Background: an optimization exercise with open tools, aiming at small area, a short achievable clock period and few clock cycles per item. Do not read the settings as production practice. Where RTL was checked, it was by simulation tests only, not by an equivalence proof against the original. No functional check of the RTL was part of run 1.

--- config.mk ---
export PLATFORM = sky130hd
export DESIGN_NAME = datapathTop
export DESIGN_NICKNAME = datapathTop
export VERILOG_FILES = /design/flow/design.v
export SDC_FILE = /design/flow/constraint.sdc
export NUM_CORES = 4
export LEC_CHECK = 0
export CAP_MARGIN = 20
export CORE_MARGIN = 2
export CORE_UTILIZATION = 45
export PLACE_DENSITY = 0.6
export SLEW_MARGIN = 20
--- constraint.sdc ---
create_clock -name core_clock -period 14.0 [get_ports {clock}]
set_input_delay 2.8000 -clock core_clock [delete_from_list [all_inputs] [get_ports {clock}]]
set_output_delay 2.8000 -clock core_clock [all_outputs]
set_load 0.01 [all_outputs]
--- design.v ---
package datapathPkg;
    typedef logic [32-1:0] word_t;
    typedef logic [$clog2(16)-1:0] regIdx_t;
    typedef enum logic [4:0] {
        opAdd, opSub, opAnd, opOr, opShl, opShr, opMul,
        opAddi, opAndi, opOri,
        opIn, opOut, opMfhi, opMflo
    } opcode_e;
endpackage
module busMux
(
    input  datapathPkg::word_t [16-1:0] regValues,
    input  datapathPkg::regIdx_t sel,
    output datapathPkg::word_t   data
);
    assign data = regValues[sel];
endmodule
module instrDecode
(
    input  logic                 clock,
    input  logic                 rstN,
    input  logic                 instrValid,
    input  logic [31:0]          instr,
    output logic                 busy,
    output logic                 done,
    output logic [1:0]           step,
    output datapathPkg::opcode_e op,
    output datapathPkg::regIdx_t ra,
    output logic [18:0]          imm,
    output datapathPkg::regIdx_t selA,
    output datapathPkg::regIdx_t selB
);
    datapathPkg::regIdx_t rbQ;
    logic                 isMulIn;
    assign isMulIn = (instr[31:27] == datapathPkg::opMul);
    always_ff @(posedge clock)
    begin
        if (!rstN)
        begin
            busy <= 1'b0;
            done <= 1'b0;
        end
        else if (!busy)
        begin
            busy <= instrValid;
            done <= instrValid && !isMulIn;
        end
        else
        begin
            busy <= !done;
            done <= (op == datapathPkg::opMul) && (step == 2'd2);
        end
    end
    always_ff @(posedge clock)
    begin
        if (!busy)
            step <= 2'd0;
        else
            step <= step + 2'd1;
    end
    always_ff @(posedge clock)
    begin
        if (!busy)
        begin
            op  <= datapathPkg::opcode_e'(instr[31:27]);
            ra  <= instr[26:23];
            rbQ <= instr[22:19];
            imm <= instr[18:0];
        end
    end
    assign selA = busy ? rbQ : instr[22:19];
    assign selB = busy ? imm[18:15] : (instr[30] ? instr[26:23] : instr[18:15]);
endmodule
module aluExecute
(
    input  datapathPkg::opcode_e op,
    input  datapathPkg::word_t   a,
    input  datapathPkg::word_t   b,
    input  logic [18:0]          imm,
    input  datapathPkg::word_t   inPort,
    input  datapathPkg::word_t   hi,
    input  datapathPkg::word_t   lo,
    input  logic [1:0]           step,
    output datapathPkg::word_t   result,
    output datapathPkg::word_t   hiNext,
    output datapathPkg::word_t   loNext
);
    datapathPkg::word_t  opB;
    logic                isImm;
    assign isImm = (op == datapathPkg::opAddi) || (op == datapathPkg::opAndi) ||
                   (op == datapathPkg::opOri);
    assign opB   = isImm ? {{(32 - 19){imm[19-1]}}, imm} : b;
    always_comb
    begin
        case (op)
            datapathPkg::opAdd, datapathPkg::opAddi: result = a + opB;
            datapathPkg::opSub:                      result = a - opB;
            datapathPkg::opAnd, datapathPkg::opAndi: result = a & opB;
            datapathPkg::opOr,  datapathPkg::opOri:  result = a | opB;
            datapathPkg::opShl:                      result = a << opB[4:0];
            datapathPkg::opShr:                      result = a >> opB[4:0];
            datapathPkg::opMfhi:                     result = hi;
            datapathPkg::opMflo:                     result = lo;
            default:                                 result = inPort;
        endcase
    end
    logic [7:0]                digit;
    logic signed [8:0]         digitS;
    logic signed [39:0]        acc;
    logic signed [39:0]        sum;
    assign digit  = b[8*step +: 8];
    assign digitS = {(step == 2'd3) & digit[7], digit};
    assign acc    = (step == 2'd0) ? 40'sd0 : $signed({{8{hi[31]}}, hi});
    assign sum    = acc + $signed(a) * digitS;
    assign hiNext = sum[39:8];
    assign loNext = {sum[7:0], lo[31:8]};
endmodule
module resultRegs
(
    input  logic                 clock,
    input  logic                 rstN,
    input  logic                 regWrite,
    input  datapathPkg::regIdx_t destReg,
    input  datapathPkg::word_t   result,
    input  logic                 hiloWrite,
    input  datapathPkg::word_t   hiNext,
    input  datapathPkg::word_t   loNext,
    input  logic                 outWrite,
    input  datapathPkg::word_t   outData,
    output datapathPkg::word_t [16-1:0] regValues,
    output datapathPkg::word_t   hi,
    output datapathPkg::word_t   lo,
    output datapathPkg::word_t   outPort
);
    datapathPkg::word_t wData;
    assign wData = result & {32{rstN}};
    always_ff @(posedge clock)
    begin
        for (int i = 0; i < 16; i++)
        begin
            if (!rstN || (regWrite && destReg == 4'(i)))
                regValues[i] <= wData;
        end
    end
    always_ff @(posedge clock)
    begin
        if (!rstN || hiloWrite)
        begin
            hi <= hiNext & {32{rstN}};
            lo <= loNext & {32{rstN}};
        end
        if (!rstN || outWrite)
            outPort <= outData & {32{rstN}};
    end
endmodule
module datapathTop
(
    input  logic                clock,
    input  logic                rstN,
    input  logic                instrValid,
    input  logic [31:0]         instr,
    input  datapathPkg::word_t  inPort,
    output logic                done,
    output datapathPkg::word_t  outPort
);
    datapathPkg::word_t [16-1:0] regValues;
    datapathPkg::word_t   hi;
    datapathPkg::word_t   lo;
    datapathPkg::word_t   hiNext;
    datapathPkg::word_t   loNext;
    datapathPkg::word_t   portA;
    datapathPkg::word_t   portB;
    datapathPkg::word_t   aQ;
    datapathPkg::word_t   bQ;
    datapathPkg::word_t   result;
    datapathPkg::opcode_e op;
    datapathPkg::regIdx_t ra;
    datapathPkg::regIdx_t selA;
    datapathPkg::regIdx_t selB;
    logic [18:0]          imm;
    logic [1:0]           step;
    logic                 busy;
    logic                 writesReg;
    instrDecode instrDecode_i
    (
        .clock      (clock),
        .rstN       (rstN),
        .instrValid (instrValid),
        .instr      (instr),
        .busy       (busy),
        .done       (done),
        .step       (step),
        .op         (op),
        .ra         (ra),
        .imm        (imm),
        .selA       (selA),
        .selB       (selB)
    );
    busMux portA_i (.regValues (regValues), .sel (selA), .data (portA));
    busMux portB_i (.regValues (regValues), .sel (selB), .data (portB));
    always_ff @(posedge clock)
    begin
        aQ <= portA;
        bQ <= portB;
    end
    aluExecute aluExecute_i
    (
        .op     (op),
        .a      (aQ),
        .b      (bQ),
        .imm    (imm),
        .inPort (inPort),
        .hi     (hi),
        .lo     (lo),
        .step   (step),
        .result (result),
        .hiNext (hiNext),
        .loNext (loNext)
    );
    assign writesReg = (op <= datapathPkg::opShr) ||
                       ((op >= datapathPkg::opAddi) && (op <= datapathPkg::opIn)) ||
                       (op == datapathPkg::opMfhi) || (op == datapathPkg::opMflo);
    resultRegs resultRegs_i
    (
        .clock     (clock),
        .rstN      (rstN),
        .regWrite  (done && writesReg),
        .destReg   (ra),
        .result    (result),
        .hiloWrite (busy && (op == datapathPkg::opMul)),
        .hiNext    (hiNext),
        .loNext    (loNext),
        .outWrite  (done && (op == datapathPkg::opOut)),
        .outData   (bQ),
        .regValues (regValues),
        .hi        (hi),
        .lo        (lo),
        .outPort   (outPort)
    );
endmodule
--- flow/run.sh ---
#!/bin/bash
set -euo pipefail
MARGIN=$(cat flow/margin.txt)
bash standard.sh SETUP_SLACK_MARGIN=$MARGIN finish > standard.log 2>&1
--- flow/margin.txt ---
9.5
--- standard.sh ---
#!/bin/bash
# synth_recipe.tcl (not shown) runs the flow's synth.tcl, then flattens the netlist and writes it again
# the make line also repeats each setting of config.mk as NAME=value (left out here)
make -C /OpenROAD-flow-scripts/flow DESIGN_CONFIG=/design/flow/config.mk WORK_HOME=/design/flow/orfs CLKGATE_MAP_FILE= SYNTH_SCRIPT=/design/flow/synth_recipe.tcl "${@:-finish}"
==> results of run 1 <==
==> layer usage <==
metal	wire length, um	up-vias	track usage (%)
met5	56	-	0
met4	18000	8	24.5
met3	25000	738	8.43
met2	88800	2873	53.4
met1	73600	20744	44.5
li1	-	17400	-
==> sequential cells by signal, indices dropped and copies added (netlist names), 5 cells and up <==
| name | count |
|---|---|
| instrDecode_i.imm | 19 |
| resultRegs_i.outPort | 32 |
| resultRegs_i.regValues | 512 |
| bQ | 32 |
| instrDecode_i.op | 5 |
| resultRegs_i.hi | 32 |
| resultRegs_i.lo | 32 |
| aQ | 32 |
==> final cells by class <==
class	count	area [sq um]	share of cell area, %
inverters	351	1400	2.26
multi-input cells	3313	29000	46.8
clock inverters	42	499	0.807
repair buffers	531	6410	10.4
clock buffers	105	2130	3.45
diodes	11	27.5	0.0445
repair inverters	4	37.5	0.0607
flip-flops and latches	708	20600	33.3
well taps	1403	1760	2.84
==> logic make-up (layout without fill, tap and decap cells) <==
| family | count (synthesis) | after routing | share of synthesized area, % |
|---|---|---|---|
| simple gates | 1751 | 1753 | 16.6 |
| compound gates | 795 | 800 | 10.9 |
| flops | 708 | 708 | 42.2 |
| buf+inv | 673 | 1033 | 5.43 |
| fa+ha+maj | 422 | 422 | 14.8 |
| mux | 242 | 252 | 8.59 |
| xor+xnor | 86 | 86 | 1.55 |
| other cells | 0 | 11 | 0 |
==> synth_stat cells (all sizes together), types with 13 or more instances <==
cell type,instances,area [sq um]
nand2,818,3080
edfxtp,636,19100
inv,350,1310
nand3,289,1450
fa,264,5290
clkbuf,236,886
o21ai,186,931
and2,176,1100
a21oi,172,876
nor2,162,611
mux4,139,3130
ha,129,1610
mux2i,88,881
nor3,88,450
buf,86,440
nor2b,76,475
dfxtp,72,1440
a31oi,70,438
a311oi,68,596
a211oi,61,463
xnor2,53,464
a221oi,38,339
and3,38,238
xor2,33,289
a21o,30,225
nand2b,30,188
maj3,29,292
o211ai,27,203
or3,24,150
nor4,16,106
a221o,15,150
mux2,15,176
o31ai,15,118
o21a,13,97.6
==> worst min path at each step <==
stage / from / endpoint / slack [ps] / cells past startpoint
after global placement: instrDecode_i.done / instrDecode_i.busy / 520 / 1
after CTS: instrDecode_i.done / instrDecode_i.busy / 530 / 1
final: instrDecode_i.done / instrDecode_i.busy / 540 / 1
after detailed placement: instrDecode_i.done / instrDecode_i.busy / 520 / 1
after floorplan: instrDecode_i.done / instrDecode_i.busy / 530 / 1
after global routing: instrDecode_i.done / instrDecode_i.busy / 560 / 1
==> timing repair <==
item | 4_1_cts | 5_1_grt
setup endpoints to repair | 1125 | 560
pin swaps | 89 | 117
resized for setup | 392 | 277
hold endpoints to repair | 0 | 0
gates cloned | 44 | 21
setup buffers | 167 | 114
==> metrics by stage <==
step / area [sq um] / std cells / worst slack (ps) / hold slack (ps)
6_report: 61800 / 6468 / 7600 / 540
5_1_grt: 61800 / 6461 / 7450 / 562
4_1_cts: 59000 / 6321 / 7670 / 528
3_5_place_dp: 52000 / 5963 / 6740 / 520
3_3_place_gp: 52000 / 5963 / 6820 / 519
2_1_floorplan: 49800 / 4677 / 7990 / 527
==> flow_metrics.env, run 1 <==
export IMPL_status="finished clean"
export IMPL_clockBufferDepth=3
export IMPL_syn_inst=4677
export IMPL_synth_seq_cells=708
export IMPL_worst_r2r_endpoint="resultRegs_i.hi[31]"
export IMPL_ff2ff_path_depth=22
export IMPL_cp_depth=22
export IMPL_rsz0062_at_grt="true"
export IMPL_fin_crit_sh_pct=45.7
export IMPL_fmax_ghz=0.156
export IMPL_crit_buf_inv=5
export IMPL_cts_root_buf="clkbuf_16"
export IMPL_crit_start="bQ[29]"
export IMPL_layout_min_cycle_time_ps=6400
export IMPL_cp_start_kind="register"
export IMPL_worstSkewPairLatency_ps=690
export IMPL_finalClockSkew_ps=50.4
export IMPL_cts_htree_levels=3
export IMPL_grt_pass1_wl_mm=281
export IMPL_fp_dieH_um=333
export IMPL_cts_tree="done"
export IMPL_wl_per_cell_um=31.8
export IMPL_finalSetupViolCount=0
export IMPL_cp_endpoint="resultRegs_i.hi[31]"
export IMPL_num_io_pins=100
export IMPL_hp_class="register to register"
export IMPL_final_util_pct=57.7
export IMPL_path_cells="mux4_2 > buf_12 > clkbuf_16 > nand2_1 > fa_1 > inv_1 > fa_1 > fa_1 > fa_1 > inv_1 > fa_1 > inv_1 > ha_2 > a21oi_2 > o21ai_1 > a221o_1 > a22oi_2 > nand2_2 > a211oi_4 > a211oi_2 > o21ai_1 > mux2_2"
export IMPL_areaGrowthSynthToFinish_pct=26.9
export IMPL_synth_async_reset_ratio_pct=0
export IMPL_maxCapViolations=0
export IMPL_start_util_pct=45.5
export IMPL_path_class="register to register"
export IMPL_portBuffers=99
export IMPL_yosys_warnings=4
export IMPL_layout_drive_gt1_share_pct=23.8
export IMPL_fin_nets=5448
export IMPL_required_ps=14440
export IMPL_core_sq_um=107000
export IMPL_netlist_area_sq_um=48700
export IMPL_setup_tns_ps=0
export IMPL_n_fill_cell=8843
export IMPL_worst_pin_slew_ps=1250
export IMPL_clock_sinks=708
export IMPL_dp_hpwl_mm=116
export IMPL_gp_congestion=1.03
export IMPL_ys_seq_area_share_pct=42.2
export IMPL_path_common_cell="fa_1"
export IMPL_row_count=120
export IMPL_drt_iter0_markers=5814
export IMPL_relSlewSlack_pct=16.3
export IMPL_reg2reg_setup_slack_ps=7600
export IMPL_synthFlopType="edfxtp_1"
export IMPL_final_common_cell="nand2_1"
export IMPL_worstPathMaxFanout=7
export IMPL_grt_pass1_vias=39924
export IMPL_vias=41763
export IMPL_finalHoldViolations=0
export IMPL_synth_edf_count=636
export IMPL_end_kind="register"
export IMPL_grt_max_degree=76
export IMPL_antenna_found_initial=16
export IMPL_wl_mm=205
export IMPL_maxSlewViolCount=0
export IMPL_synth_nets=5137
export IMPL_max_stage_delay_ps=590
export IMPL_dieArea_sq_um=111000
export IMPL_cts_buffers=79
export IMPL_avgSynthCellArea_sq_um=10.4
export IMPL_cp_top_family="adder cells"
export IMPL_fp_dieW_um=333
export IMPL_ant_nets=0
export IMPL_clk_pin_slew_ps=70
export IMPL_grt_usage_pct=35.2
export IMPL_viasPerCell=6.46
export IMPL_drt_first_pass_iters=8
export IMPL_overflow=0
export IMPL_synth_cell_types=96
export IMPL_critPathSlowestCell="dfxtp_2"
export IMPL_critPathArrivalTime_ps=6840
export IMPL_hold_buffers=0
export IMPL_drc=0
export IMPL_r2r_start="bQ[29]"
export IMPL_layout_common_cells="nand2_1 (802), edfxtp_1 (636), inv_1 (334), nand3_1 (282), fa_1 (259)"
==> inputs of run 2 (changes only) <==
--- a/design.v
+++ b/design.v
@@ -133,7 +133,7 @@
     output datapathPkg::word_t   outPort
 );
     datapathPkg::word_t wData;
-    assign wData = result & {32{rstN}};
+    assign wData = rstN ? result : '0;
     always_ff @(posedge clock)
     begin
         for (int i = 0; i < 16; i++)
@@ -146,11 +146,11 @@
     begin
         if (!rstN || hiloWrite)
         begin
-            hi <= hiNext & {32{rstN}};
-            lo <= loNext & {32{rstN}};
+            hi <= rstN ? hiNext : '0;
+            lo <= rstN ? loNext : '0;
         end
         if (!rstN || outWrite)
-            outPort <= outData & {32{rstN}};
+            outPort <= rstN ? outData : '0;
     end
 endmodule
 module datapathTop
==> run.sh (new file) <==
#!/bin/bash
# synth_recipe.tcl (not shown) runs the flow's synth.tcl, then flattens the netlist and writes it again
# the make line also repeats each setting of config.mk as NAME=value (left out here)
make -C /OpenROAD-flow-scripts/flow DESIGN_CONFIG=/design/flow/config.mk WORK_HOME=/design/flow/orfs CLKGATE_MAP_FILE= SYNTH_SCRIPT=/design/flow/synth_recipe.tcl finish
removed: flow/run.sh
removed: flow/margin.txt
removed: standard.sh
==> flow_metrics.env, run 2 <==
export IMPL_layout_min_cycle_time_ps=7890
export IMPL_synth_seq_cells=708
export IMPL_cts_root_buf="clkbuf_16"
export IMPL_synth_cell_types=85
export IMPL_fin_cells=6184
export IMPL_whs_endpoint="instrDecode_i.busy"
export IMPL_gp_congestion=1.07
export IMPL_grt_max_degree=129
export IMPL_portBuffers=99
export IMPL_yosysTopAreaCell="edfxtp_1"
export IMPL_path_cells="and4b_1 > o21ai_2 > nand2_4 > inv_2 > buf_4 > ha_1 > o2111a_1 > and3_1 > and2_1 > o32ai_1 > a21boi_0 > ha_1 > a21oi_1 > nor2_1 > nor2_1 > nand2_1 > a2111oi_0 > o31ai_1 > xor2_1 > nand2_1 > a31oi_1 > buf_4"
export IMPL_maxSlewViolCount=0
export IMPL_synth_top_area_share_pct=38.9
export IMPL_wl_per_cell_um=28.3
export IMPL_ant_nets=0
export IMPL_grt_pass1_wl_mm=254
export IMPL_status="finished clean"
export IMPL_clk_pin_slew_ps=60
export IMPL_required_ps=14490
export IMPL_cts_tree="done"
export IMPL_rsz0062_at_grt="false"
export IMPL_worst_pin_slew_ps=1310
export IMPL_drt_first_pass_iters=6
export IMPL_cts_resized=0
export IMPL_syn_inst=4711
export IMPL_critPathArrivalTime_ps=8380
export IMPL_path_class="register to register"
export IMPL_ff2ff_path_depth=22
export IMPL_layout_common_cells="nand2_1 (826), edfxtp_1 (636), inv_1 (323), nand3_1 (309), fa_1 (264)"
export IMPL_finalClockSkew_ps=24.9
export IMPL_place_ws_ps=6260
export IMPL_start_util_pct=45.2
export IMPL_hold_buffers=0
export IMPL_drt_iter0_markers=4629
export IMPL_fin_nets=5156
export IMPL_grt_pass1_vias=37303
export IMPL_reg2reg_setup_slack_ps=6110
export IMPL_dp_hpwl_mm=118
export IMPL_drc=0
export IMPL_maxCapViolations=0
export IMPL_yosysMostFrequentCell="nand2_1"
export IMPL_finalSetupViolCount=0
export IMPL_clockBufferDepth=3
export IMPL_max_stage_delay_ps=950
export IMPL_finalHoldViolations=0
export IMPL_vias=38517
export IMPL_ys_seq_area_share_pct=41.9
export IMPL_synth_nets=5171
export IMPL_fp_dieH_um=334
export IMPL_hp_start="instrDecode_i.done"
export IMPL_cts_buffers=80
export IMPL_hp_class="register to register"
export IMPL_avgSynthCellArea_sq_um=10.4
export IMPL_worst_slack_ps=6110
export IMPL_largest_register="resultRegs_i.regValues"
export IMPL_clock_sinks=708
export IMPL_layout_drive_gt1_share_pct=10.3
export IMPL_num_io_pins=100
export IMPL_synth_edf_count=636
export IMPL_antenna_found_initial=12
export IMPL_setup_tns_ps=0
export IMPL_worstSkewPairLatency_ps=670
export IMPL_critPathSlowestCell="a2111oi_0"
export IMPL_fin_crit_sh_pct=56.4
export IMPL_fp_dieW_um=334
export IMPL_synth_area_leaders="edfxtp_1 (39%), fa_1 (11%), nand2_1 (6.3%)"
export IMPL_relSlewSlack_pct=12.5
export IMPL_grt_usage_pct=31.1
export IMPL_final_common_cell="nand2_1"
export IMPL_r2r_start="instrDecode_i.op[1]"
export IMPL_dieArea_sq_um=112000
export IMPL_netlist_area_sq_um=49000
export IMPL_fmax_ghz=0.127
export IMPL_synth_common_cells="nand2_1 (826), edfxtp_1 (636), inv_1 (325), nand3_1 (309), fa_1 (264)"
export IMPL_core_sq_um=109000
export IMPL_largest_register_ffs=512
export IMPL_worst_r2r_endpoint="resultRegs_i.regValues[286]"
export IMPL_overflow=0
export IMPL_cts_htree_levels=3
export IMPL_row_count=121
export IMPL_synthFlopType="edfxtp_1"
export IMPL_end_kind="register"
export IMPL_viasPerCell=6.23
export IMPL_min_path_cells=1
export IMPL_post_cts_setup_buffers=0
export IMPL_areaGrowthSynthToFinish_pct=11.4
export IMPL_yosys_warnings=4
export IMPL_worstPathMaxFanout=35
export IMPL_placed_cells=6027
export IMPL_n_fill_cell=9706
export IMPL_wl_mm=175
export IMPL_synth_async_reset_ratio_pct=0
export IMPL_cp_start_kind="register"
[run 2: cell count changes after synthesis, sizes merged, moves of 11 or more]
cell,delta
inv,-22
nand2b,-13
clkbuf,+11
mux2i,+53
nand3,+20
and2,+12
a221oi,-17
[run 2: kinds of logic after synthesis]
| kind of cell | Yosys count | synth area share (%) |
|---|---|---|
| fa+ha+maj | 419 | 14.6 |
| compound gates | 772 | 10.4 |
| mux | 295 | 9.57 |
| simple gates | 1781 | 16.9 |
| xor+xnor | 79 | 1.41 |
| buf+inv | 657 | 5.27 |
| flops | 708 | 41.9 |
[run 2: worst max-delay path, delay by kind of cell (launching register included)]
| family | cells | cell delay (ps) |
|---|---|---|
| AOI/OAI and AO/OA | 8 | 3310 |
| xor gates and xnor gates | 1 | 280 |
| adders and majority gates | 2 | 730 |
| buffers and inverters | 3 | 850 |
| DFF | 1 | 650 |
| and+or+nand+nor | 8 | 1840 |
[run 2: final cells by class]
cell class / count / area [sq um] / area share [%]
Multi-Input combinational cell: 3346 / 26300 / 48.1
Sequential cell: 708 / 20500 / 37.6
Clock buffer: 102 / 2210 / 4.04
Timing Repair Buffer: 230 / 2020 / 3.70
Tap cell: 1414 / 1770 / 3.24
Inverter: 330 / 1250 / 2.29
Clock inverter: 48 / 547 / 1.00
Antenna cell: 6 / 15.0 / 0.0275
[run 2: worst max-delay path by stage]
stage	startpoint	cells after the start	slack (ps)	endpoint
5_1_grt	instrDecode_i.op[1]	22	5690	resultRegs_i.regValues[286]
2_1_floorplan	rstN	4	7430	resultRegs_i.hi[0]
3_5_place_dp	instrDecode_i.step[0]	21	6260	resultRegs_i.hi[27]
6_report	instrDecode_i.op[1]	22	6110	resultRegs_i.regValues[286]
4_1_cts	instrDecode_i.step[0]	21	6280	resultRegs_i.hi[27]
3_3_place_gp	instrDecode_i.op[1]	22	6370	resultRegs_i.regValues[414]
[run 2: per-stage QoR]
stage          util [%]  instance area [sq um]  hold WS [ps]
2_1_floorplan         -                  49000           523
3_3_place_gp       47.8                  51800           528
3_5_place_dp       47.8                  51800           543
4_1_cts            50.3                  54600           557
5_1_grt            50.3                  54600           585
6_report           50.3                  54600           558
[run 2: metal layers]
layer | part of all wire, % | vias up | track usage (%)
li1 | - | 16769 | -
met1 | 40 | 19306 | 41.6
met2 | 45 | 2008 | 48.0
met3 | 9.6 | 430 | 6.60
met4 | 5.6 | 4 | 15.7
met5 | 0.014 | - | 0
Testbench counts of run 2, summed over its fixed seeds: cycles 53,847, instrs 24,000.

==> static timing again, ports no longer ideal <==
How much do the figures lean on ideal ports? The routed layouts below were timed once more, with nothing changed but the port constraints.
Step 1 sets driving cells, clkbuf_16 on the clock port and buf_2 on the other inputs (assumed; they add their load-dependent delay and slew).
Step 2 times the ports against the registers' clock, not the clock port: input delays grow and output delays shrink by t, the midpoint of the rising clock arrivals with the driver on.
Three values: ideal, step 1, step 2; two values: the first two.
run | shift t [ns] | setup slack, ns | worst slew at a driven data input, ns
run 1 | 0.734 | 7.599 / 7.599 / 7.599 | 0.07
run 2 | 0.732 | 6.106 / 6.106 / 6.106 | 0.08
After both steps every run listed still meets setup and hold.
